From an optimization exercise on the open Yosys and OpenROAD flow, aimed at small area, a short achievable clock period and few clock cycles; shortcuts taken in it are not production practice.
Where RTL was checked, it was by simulation tests only, not by an equivalence proof against the original.
Power is estimated from default activity; no workload was simulated.

Design stream_top, start of the top module:
module stream_top (
  input  logic                   bus_clk,
  input  logic                   rst_n,
  input  logic                   w32_open,
  input  logic                   w32_wren,
  input  logic [31:0]            w32_data,
  input  logic                   r32_open,
  input  logic                   r32_rden,
  input  logic                   lite_wren,
  input  logic [3:0]             lite_wstrb,
  input  logic                   lite_rden,
  input  logic [31:0]            lite_addr,
  input  logic [31:0]            lite_wr_data,
  input  logic                   mem_wren,
  input  logic [7:0]             mem_wdata,
  input  logic                   mem_rden,
  input  logic [4:0]             mem_addr,
  output logic                   w32_full,
  output logic [31:0]            r32_data,
  output logic                   r32_empty,
  output logic [31:0]            lite_rd_data,
  output logic [7:0]             mem_rdata
);
==> module lite_regs, before the edit <==
module lite_regs (
  input  logic                 bus_clk,
  input  logic                 rst_n,
  input  logic                 bus_wren,
  input  logic [4-1:0] bus_wstrb,
  input  logic                 bus_rden,
  input  stream_pkg::lite_idx_t bus_addr,
  input  stream_pkg::word_t    bus_wr_data,
  output stream_pkg::word_t    bus_rd_data,
  output stream_pkg::offsets_t offsets
);
  stream_pkg::word_t        lane_mem [32];
  logic [32-1:0] written;
  logic [32-1:0] hit;
  logic [3:0]               dec_lo;
  logic [7:0]               dec_hi;
  stream_pkg::word_t        wr_masked;
  stream_pkg::word_t        rd_mux;
  always_comb
  begin
    for (int i = 0; i < 4; i++)
      dec_lo[i] = (bus_addr[1:0] == 2'(i));
    for (int i = 0; i < 8; i++)
      dec_hi[i] = (bus_addr[4:2] == 3'(i));
    for (int e = 0; e < 32; e++)
      hit[e] = dec_hi[e / 4] && dec_lo[e % 4];
  end
  always_comb
  begin
    for (int l = 0; l < 4; l++)
      wr_masked[8*l +: 8] = bus_wstrb[l] ? bus_wr_data[8*l +: 8] : 8'h00;
  end
  always_ff @(posedge bus_clk)
  begin
    for (int e = 0; e < 32; e++)
    begin
      for (int l = 0; l < 4; l++)
      begin
        if (bus_wren && hit[e] && (bus_wstrb[l] || !written[e]))
          lane_mem[e][8*l +: 8] <= wr_masked[8*l +: 8];
      end
    end
  end
  always_ff @(posedge bus_clk or negedge rst_n)
  begin
    if (!rst_n)
      written <= '0;
    else if (bus_wren)
      written <= written | hit;
  end
  always_comb
  begin
    rd_mux = bus_rd_data & {32{!bus_rden}};
    for (int e = 0; e < 32; e++)
      rd_mux = rd_mux | (lane_mem[e] & {32{bus_rden && hit[e] && written[e]}});
  end
  always_ff @(posedge bus_clk or negedge rst_n)
  begin
    if (!rst_n)
      bus_rd_data <= '0;
    else
      bus_rd_data <= rd_mux;
  end
  always_comb
  begin
    for (int k = 0; k < 7; k++)
      offsets[16*k +: 16] =
        written[k] ? lane_mem[k][16-1:0] : '0;
  end
endmodule
==> module byte_ram, before the edit <==
module byte_ram (
  input  logic                  bus_clk,
  input  logic                  rst_n,
  input  logic                  wren,
  input  stream_pkg::byte_t     wdata,
  input  logic                  rden,
  input  stream_pkg::ram_addr_t addr,
  output stream_pkg::byte_t     rdata
);
  stream_pkg::byte_t mem [32];
  stream_pkg::byte_t rd_mux;
  always_comb
  begin
    rd_mux = rdata & {8{!rden}};
    for (int i = 0; i < 32; i++)
      rd_mux = rd_mux | (mem[i] & {8{rden && addr == 5'(i)}});
  end
  always_ff @(posedge bus_clk)
  begin
    if (wren)
      mem[addr] <= wdata;
  end
  always_ff @(posedge bus_clk or negedge rst_n)
  begin
    if (!rst_n)
      rdata <= '0;
    else
      rdata <= rd_mux;
  end
endmodule
Settings: LEC_CHECK=0, CAP_MARGIN=20, CORE_MARGIN=2, CORE_UTILIZATION=60, CTS_BUF_LIST=sky130_fd_sc_hd__clkbuf_16, CTS_CLUSTER_DIAMETER=100, CTS_CLUSTER_SIZE=20, SETUP_SLACK_MARGIN=2.5, SLEW_MARGIN=20; clock period 5.0 ns.
run.sh (not shown) runs the stock make flow with config.mk's settings and CLKGATE_MAP_FILE= SYNTH_SCRIPT=/design/flow/synth_recipe.tcl, a recipe that flattens the netlist after the stock synthesis.
The baseline completed without violations.
Change:
--- a/flow/design.v
+++ b/flow/design.v
@@ -126,15 +126,10 @@
       written <= written | hit;
   end
-  always_comb
-  begin
-    rd_mux = bus_rd_data & {32{!bus_rden}};
-    for (int e = 0; e < 32; e++)
-      rd_mux = rd_mux | (lane_mem[e] & {32{bus_rden && hit[e] && written[e]}});
-  end
+  assign rd_mux = written[bus_addr] ? lane_mem[bus_addr] : '0;
   always_ff @(posedge bus_clk or negedge rst_n)
   begin
     if (!rst_n)
       bus_rd_data <= '0;
-    else
+    else if (bus_rden)
       bus_rd_data <= rd_mux;
   end
@@ -157,11 +152,4 @@
 );
   stream_pkg::byte_t mem [32];
-  stream_pkg::byte_t rd_mux;
-  always_comb
-  begin
-    rd_mux = rdata & {8{!rden}};
-    for (int i = 0; i < 32; i++)
-      rd_mux = rd_mux | (mem[i] & {8{rden && addr == 5'(i)}});
-  end
   always_ff @(posedge bus_clk)
   begin
@@ -173,6 +161,6 @@
     if (!rst_n)
       rdata <= '0;
-    else
-      rdata <= rd_mux;
+    else if (rden)
+      rdata <= mem[addr];
   end
 endmodule
Power came out lower by 1.7%. Core utilization came out higher by 0.14 points. First-iteration DRC count came out lower by 22%. Die area stays flat. Clock power drops by about 0.7%. Global-route usage shrinks by 4.9 points. Synthesized cell count shrinks by 4.0%. Sequential share of layout area falls by 0.24 points.
No functional check of the RTL was part of any run of this note.

* * *

Setup of before:
The RTL this note starts from:
==> flow/design.v <==
`timescale 1ns/1ps
package stream_pkg;
  typedef logic [32-1:0] word_t;
  typedef logic [16-1:0] sample_t;
  typedef logic [7:0] byte_t;
  typedef logic [$clog2(32)-1:0] lite_idx_t;
  typedef logic [$clog2(32)-1:0] ram_addr_t;
  typedef logic [7*16-1:0] offsets_t;
endpackage
`timescale 1ns/1ps
module sync_fifo #(
  parameter int WIDTH = 16
) (
  input  logic             bus_clk,
  input  logic             rst_n,
  input  logic             clear,
  input  logic             wr_en,
  input  logic [WIDTH-1:0] din,
  input  logic             rd_en,
  output logic [WIDTH-1:0] dout,
  output logic             full,
  output logic             empty
);
  logic [WIDTH-1:0] mem0;
  logic [WIDTH-1:0] mem1;
  logic             wr_ptr;
  logic             rd_ptr;
  logic             do_wr;
  logic             do_rd;
  assign do_wr = wr_en && !full;
  assign do_rd = rd_en && !empty;
  assign dout  = rd_ptr ? mem1 : mem0;
  always_ff @(posedge bus_clk)
  begin
    if (do_wr && !wr_ptr)
      mem0 <= din;
    if (do_wr && wr_ptr)
      mem1 <= din;
  end
  always_ff @(posedge bus_clk or negedge rst_n)
  begin
    if (!rst_n)
    begin
      wr_ptr <= 1'b0;
      rd_ptr <= 1'b0;
      full   <= 1'b0;
      empty  <= 1'b1;
    end
    else if (clear)
    begin
      wr_ptr <= 1'b0;
      rd_ptr <= 1'b0;
      full   <= 1'b0;
      empty  <= 1'b1;
    end
    else
    begin
      if (do_wr)
        wr_ptr <= !wr_ptr;
      if (do_rd)
        rd_ptr <= !rd_ptr;
      if (do_wr && !do_rd)
      begin
        empty <= 1'b0;
        full  <= !empty;
      end
      else if (do_rd && !do_wr)
      begin
        full  <= 1'b0;
        empty <= !full;
      end
    end
  end
endmodule
`timescale 1ns/1ps
module lite_regs (
  input  logic                 bus_clk,
  input  logic                 rst_n,
  input  logic                 bus_wren,
  input  logic [4-1:0] bus_wstrb,
  input  logic                 bus_rden,
  input  stream_pkg::lite_idx_t bus_addr,
  input  stream_pkg::word_t    bus_wr_data,
  output stream_pkg::word_t    bus_rd_data,
  output stream_pkg::offsets_t offsets
);
  stream_pkg::word_t        lane_mem [32];
  logic [32-1:0] written;
  logic [32-1:0] hit;
  logic [3:0]               dec_lo;
  logic [7:0]               dec_hi;
  stream_pkg::word_t        wr_masked;
  stream_pkg::word_t        rd_mux;
  always_comb
  begin
    for (int i = 0; i < 4; i++)
      dec_lo[i] = (bus_addr[1:0] == 2'(i));
    for (int i = 0; i < 8; i++)
      dec_hi[i] = (bus_addr[4:2] == 3'(i));
    for (int e = 0; e < 32; e++)
      hit[e] = dec_hi[e / 4] && dec_lo[e % 4];
  end
  always_comb
  begin
    for (int l = 0; l < 4; l++)
      wr_masked[8*l +: 8] = bus_wstrb[l] ? bus_wr_data[8*l +: 8] : 8'h00;
  end
  always_ff @(posedge bus_clk)
  begin
    for (int e = 0; e < 32; e++)
    begin
      for (int l = 0; l < 4; l++)
      begin
        if (bus_wren && hit[e] && (bus_wstrb[l] || !written[e]))
          lane_mem[e][8*l +: 8] <= wr_masked[8*l +: 8];
      end
    end
  end
  always_ff @(posedge bus_clk or negedge rst_n)
  begin
    if (!rst_n)
      written <= '0;
    else if (bus_wren)
      written <= written | hit;
  end
  always_comb
  begin
    rd_mux = '0;
    for (int e = 0; e < 32; e++)
      rd_mux = rd_mux | (lane_mem[e] & {32{hit[e] && written[e]}});
  end
  always_ff @(posedge bus_clk or negedge rst_n)
  begin
    if (!rst_n)
      bus_rd_data <= '0;
    else if (bus_rden)
      bus_rd_data <= rd_mux;
  end
  always_comb
  begin
    for (int k = 0; k < 7; k++)
      offsets[16*k +: 16] =
        written[k] ? lane_mem[k][16-1:0] : '0;
  end
endmodule
`timescale 1ns/1ps
module byte_ram (
  input  logic                  bus_clk,
  input  logic                  rst_n,
  input  logic                  wren,
  input  stream_pkg::byte_t     wdata,
  input  logic                  rden,
  input  stream_pkg::ram_addr_t addr,
  output stream_pkg::byte_t     rdata
);
  stream_pkg::byte_t mem [32];
  always_ff @(posedge bus_clk)
  begin
    if (wren)
      mem[addr] <= wdata;
  end
  always_ff @(posedge bus_clk or negedge rst_n)
  begin
    if (!rst_n)
      rdata <= '0;
    else if (rden)
      rdata <= mem[addr];
  end
endmodule
`timescale 1ns/1ps
module offset_stage (
  input  logic                 bus_clk,
  input  logic                 rst_n,
  input  logic                 restart,
  input  stream_pkg::offsets_t offsets,
  output stream_pkg::sample_t  sum
);
  logic [7-1:0] step;
  logic                      carry;
  stream_pkg::sample_t       pick;
  logic [8:0]                lo_next;
  always_comb
  begin
    pick = '0;
    for (int k = 0; k < 7; k++)
      pick = pick | (offsets[16*k +: 16] & {16{step[k]}});
  end
  assign lo_next = {1'b0, sum[7:0]} + {1'b0, pick[7:0]};
  always_ff @(posedge bus_clk or negedge rst_n)
  begin
    if (!rst_n)
    begin
      step  <= '0;
      carry <= 1'b0;
      sum   <= '0;
    end
    else if (restart)
    begin
      step  <= 7'(1);
      carry <= 1'b0;
      sum   <= '0;
    end
    else
    begin
      step      <= step << 1;
      carry     <= lo_next[8];
      sum[7:0]  <= lo_next[7:0];
      sum[15:8] <= sum[15:8] + pick[15:8] + 8'(carry);
    end
  end
endmodule
`timescale 1ns/1ps
module stream_chain (
  input  logic                 bus_clk,
  input  logic                 rst_n,
  input  logic                 w32_open,
  input  logic                 r32_open,
  input  logic                 w32_wren,
  input  stream_pkg::word_t    w32_data,
  input  logic                 r32_rden,
  input  stream_pkg::sample_t  offset_sum,
  output logic                 w32_full,
  output stream_pkg::word_t    r32_data,
  output logic                 r32_empty
);
  logic                flush;
  logic                pop;
  stream_pkg::sample_t head;
  stream_pkg::sample_t out_q;
  assign flush = !(w32_open && r32_open);
  assign pop   = r32_rden && !r32_empty && !flush;
  sync_fifo #(.WIDTH(16)) i_fifo (
    .bus_clk(bus_clk), .rst_n(rst_n), .clear(flush),
    .wr_en(w32_wren), .din(w32_data[16-1:0] + offset_sum),
    .rd_en(r32_rden), .dout(head), .full(w32_full), .empty(r32_empty)
  );
  always_ff @(posedge bus_clk or negedge rst_n)
  begin
    if (!rst_n)
      out_q <= '0;
    else if (pop)
      out_q <= head;
  end
  assign r32_data = {{(32 - 16){1'b0}}, out_q};
endmodule
`timescale 1ns/1ps
module stream_top (
  input  logic                   bus_clk,
  input  logic                   rst_n,
  input  logic                   w32_open,
  input  logic                   w32_wren,
  input  logic [31:0]            w32_data,
  input  logic                   r32_open,
  input  logic                   r32_rden,
  input  logic                   lite_wren,
  input  logic [3:0]             lite_wstrb,
  input  logic                   lite_rden,
  input  logic [31:0]            lite_addr,
  input  logic [31:0]            lite_wr_data,
  input  logic                   mem_wren,
  input  logic [7:0]             mem_wdata,
  input  logic                   mem_rden,
  input  logic [4:0]             mem_addr,
  output logic                   w32_full,
  output logic [31:0]            r32_data,
  output logic                   r32_empty,
  output logic [31:0]            lite_rd_data,
  output logic [7:0]             mem_rdata
);
  stream_pkg::offsets_t offsets;
  stream_pkg::sample_t  offset_sum;
  logic                 offsets_written;
  lite_regs i_lite_regs (
    .bus_clk(bus_clk), .rst_n(rst_n),
    .bus_wren(lite_wren), .bus_wstrb(lite_wstrb), .bus_rden(lite_rden),
    .bus_addr(lite_addr[6:2]),
    .bus_wr_data(lite_wr_data), .bus_rd_data(lite_rd_data),
    .offsets(offsets)
  );
  assign offsets_written = lite_wren && (lite_addr[6:2] < 5'(7));
  offset_stage i_sum (
    .bus_clk(bus_clk), .rst_n(rst_n), .restart(offsets_written),
    .offsets(offsets), .sum(offset_sum)
  );
  byte_ram i_byte_ram (
    .bus_clk(bus_clk), .rst_n(rst_n), .wren(mem_wren), .wdata(mem_wdata),
    .rden(mem_rden), .addr(mem_addr), .rdata(mem_rdata)
  );
  stream_chain i_chain (
    .bus_clk(bus_clk), .rst_n(rst_n), .w32_open(w32_open), .r32_open(r32_open),
    .w32_wren(w32_wren), .w32_data(w32_data), .r32_rden(r32_rden),
    .offset_sum(offset_sum), .w32_full(w32_full), .r32_data(r32_data),
    .r32_empty(r32_empty)
  );
endmodule
clock: 5.0 ns
lec_check: 0
cap_margin: 20
core_margin: 2
core_utilization: 40
setup_slack_margin: 2.5
slew_margin: 20
standard.sh (not shown) runs the stock make flow with config.mk's settings and CLKGATE_MAP_FILE= SYNTH_SCRIPT=/design/flow/synth_recipe.tcl, a recipe that flattens the netlist after the stock synthesis.
==> flow/flow/run.sh <==
#!/bin/bash
# Standard layout, with the port buffers made from buf_4 instead of the
# default delay buffer, and sizing not held to each cell's footprint.
set -euo pipefail
bash standard.sh MATCH_CELL_FOOTPRINT=0 "BUFFER_PORTS_ARGS=-buffer_cell sky130_fd_sc_hd__buf_4" finish > standard_make.log 2>&1
before finished all stages; the layout is clean.
Testbench counts of before, summed over its fixed seeds: cycles 2,056.
Changes in after relative to before:
--- a/flow/design.v
+++ b/flow/design.v
@@ -172,43 +172,49 @@
   input  logic                 bus_clk,
   input  logic                 rst_n,
   input  logic                 restart,
   input  stream_pkg::offsets_t offsets,
   output stream_pkg::sample_t  sum
 );
+  localparam int SLICES = 16 / 4;
   logic [7-1:0] step;
-  logic                      carry;
+  logic [SLICES-2:0]         carry;
   stream_pkg::sample_t       pick;
-  logic [8:0]                lo_next;
+  logic [4:0]                slice_next [SLICES];
   always_comb
   begin
     pick = '0;
     for (int k = 0; k < 7; k++)
       pick = pick | (offsets[16*k +: 16] & {16{step[k]}});
-  end
-  assign lo_next = {1'b0, sum[7:0]} + {1'b0, pick[7:0]};
+    for (int s = 0; s < SLICES; s++)
+      slice_next[s] = {1'b0, sum[4*s +: 4]} + {1'b0, pick[4*s +: 4]} +
+                      5'((s > 0) ? carry[(s > 0) ? s-1 : 0] : 1'b0);
+  end
   always_ff @(posedge bus_clk or negedge rst_n)
   begin
     if (!rst_n)
     begin
       step  <= '0;
-      carry <= 1'b0;
+      carry <= '0;
       sum   <= '0;
     end
     else if (restart)
     begin
       step  <= 7'(1);
-      carry <= 1'b0;
+      carry <= '0;
       sum   <= '0;
     end
     else
     begin
-      step      <= step << 1;
-      carry     <= lo_next[8];
-      sum[7:0]  <= lo_next[7:0];
-      sum[15:8] <= sum[15:8] + pick[15:8] + 8'(carry);
+      step <= step << 1;
+      for (int s = 0; s < SLICES; s++)
+      begin
+        sum[4*s +: 4] <= slice_next[s][3:0];
+        if (s < SLICES - 1)
+          carry[s] <= slice_next[s][4];
+      end
     end
   end
 endmodule
 `timescale 1ns/1ps
 module stream_chain (
   input  logic                 bus_clk,
Findings:
- For after, the critical path start-end classification was in -> reg, unlike before, where it was reg -> reg.
- | cell area | higher: before |
- Setup slack: after vs before down 83 ps
- after against before: peak supply drop picked up an extra 17%; synthesized cell count has increased.
- after finished every stage and its layout cleared the timing, design-rule and antenna checks.
- As far as depth of the CTS H-tree goes, before and after are indistinguishable; the numbers are identical.
- Taking before as the reference, in after net switching power has decreased, initial cell density of the core has decreased.
Testbench counts of after, summed over its fixed seeds: cycles 2,056.

afterwards: timing with drivers on the ports:
Ports are ideal in the flow. The routed layouts listed here were re-timed in OpenROAD.
Step 1: set_driving_cell puts a clkbuf_16 on bus_clk and a buf_2 on each other input, an assumption about the parent block.
Step 2 also shifts input and output timing later by t, the mid clock arrival at the registers, as if the neighbouring blocks saw the same clock.
Slacks: ideal / step 1 / step 2; pairs: ideal / step 1.
run | shift t [ns] | slack for setup (ns) | clock arrival spread, ns
the first run of note 1 | 0.746 | 2.378 / 2.378 / 1.678 | 0.035 / 0.035
the second run of note 1 | 0.750 | 2.436 / 2.416 / 1.667 | 0.040 / 0.039
before | 0.851 | 2.314 / 2.314 / 1.471 | 0.064 / 0.064
after | 0.850 | 2.231 / 2.250 / 1.400 | 0.068 / 0.068
After both steps every run listed still meets setup and hold. The setup slack of before, which loses most, moves by 0.000 ns with the drivers and by -0.843 ns with both steps.
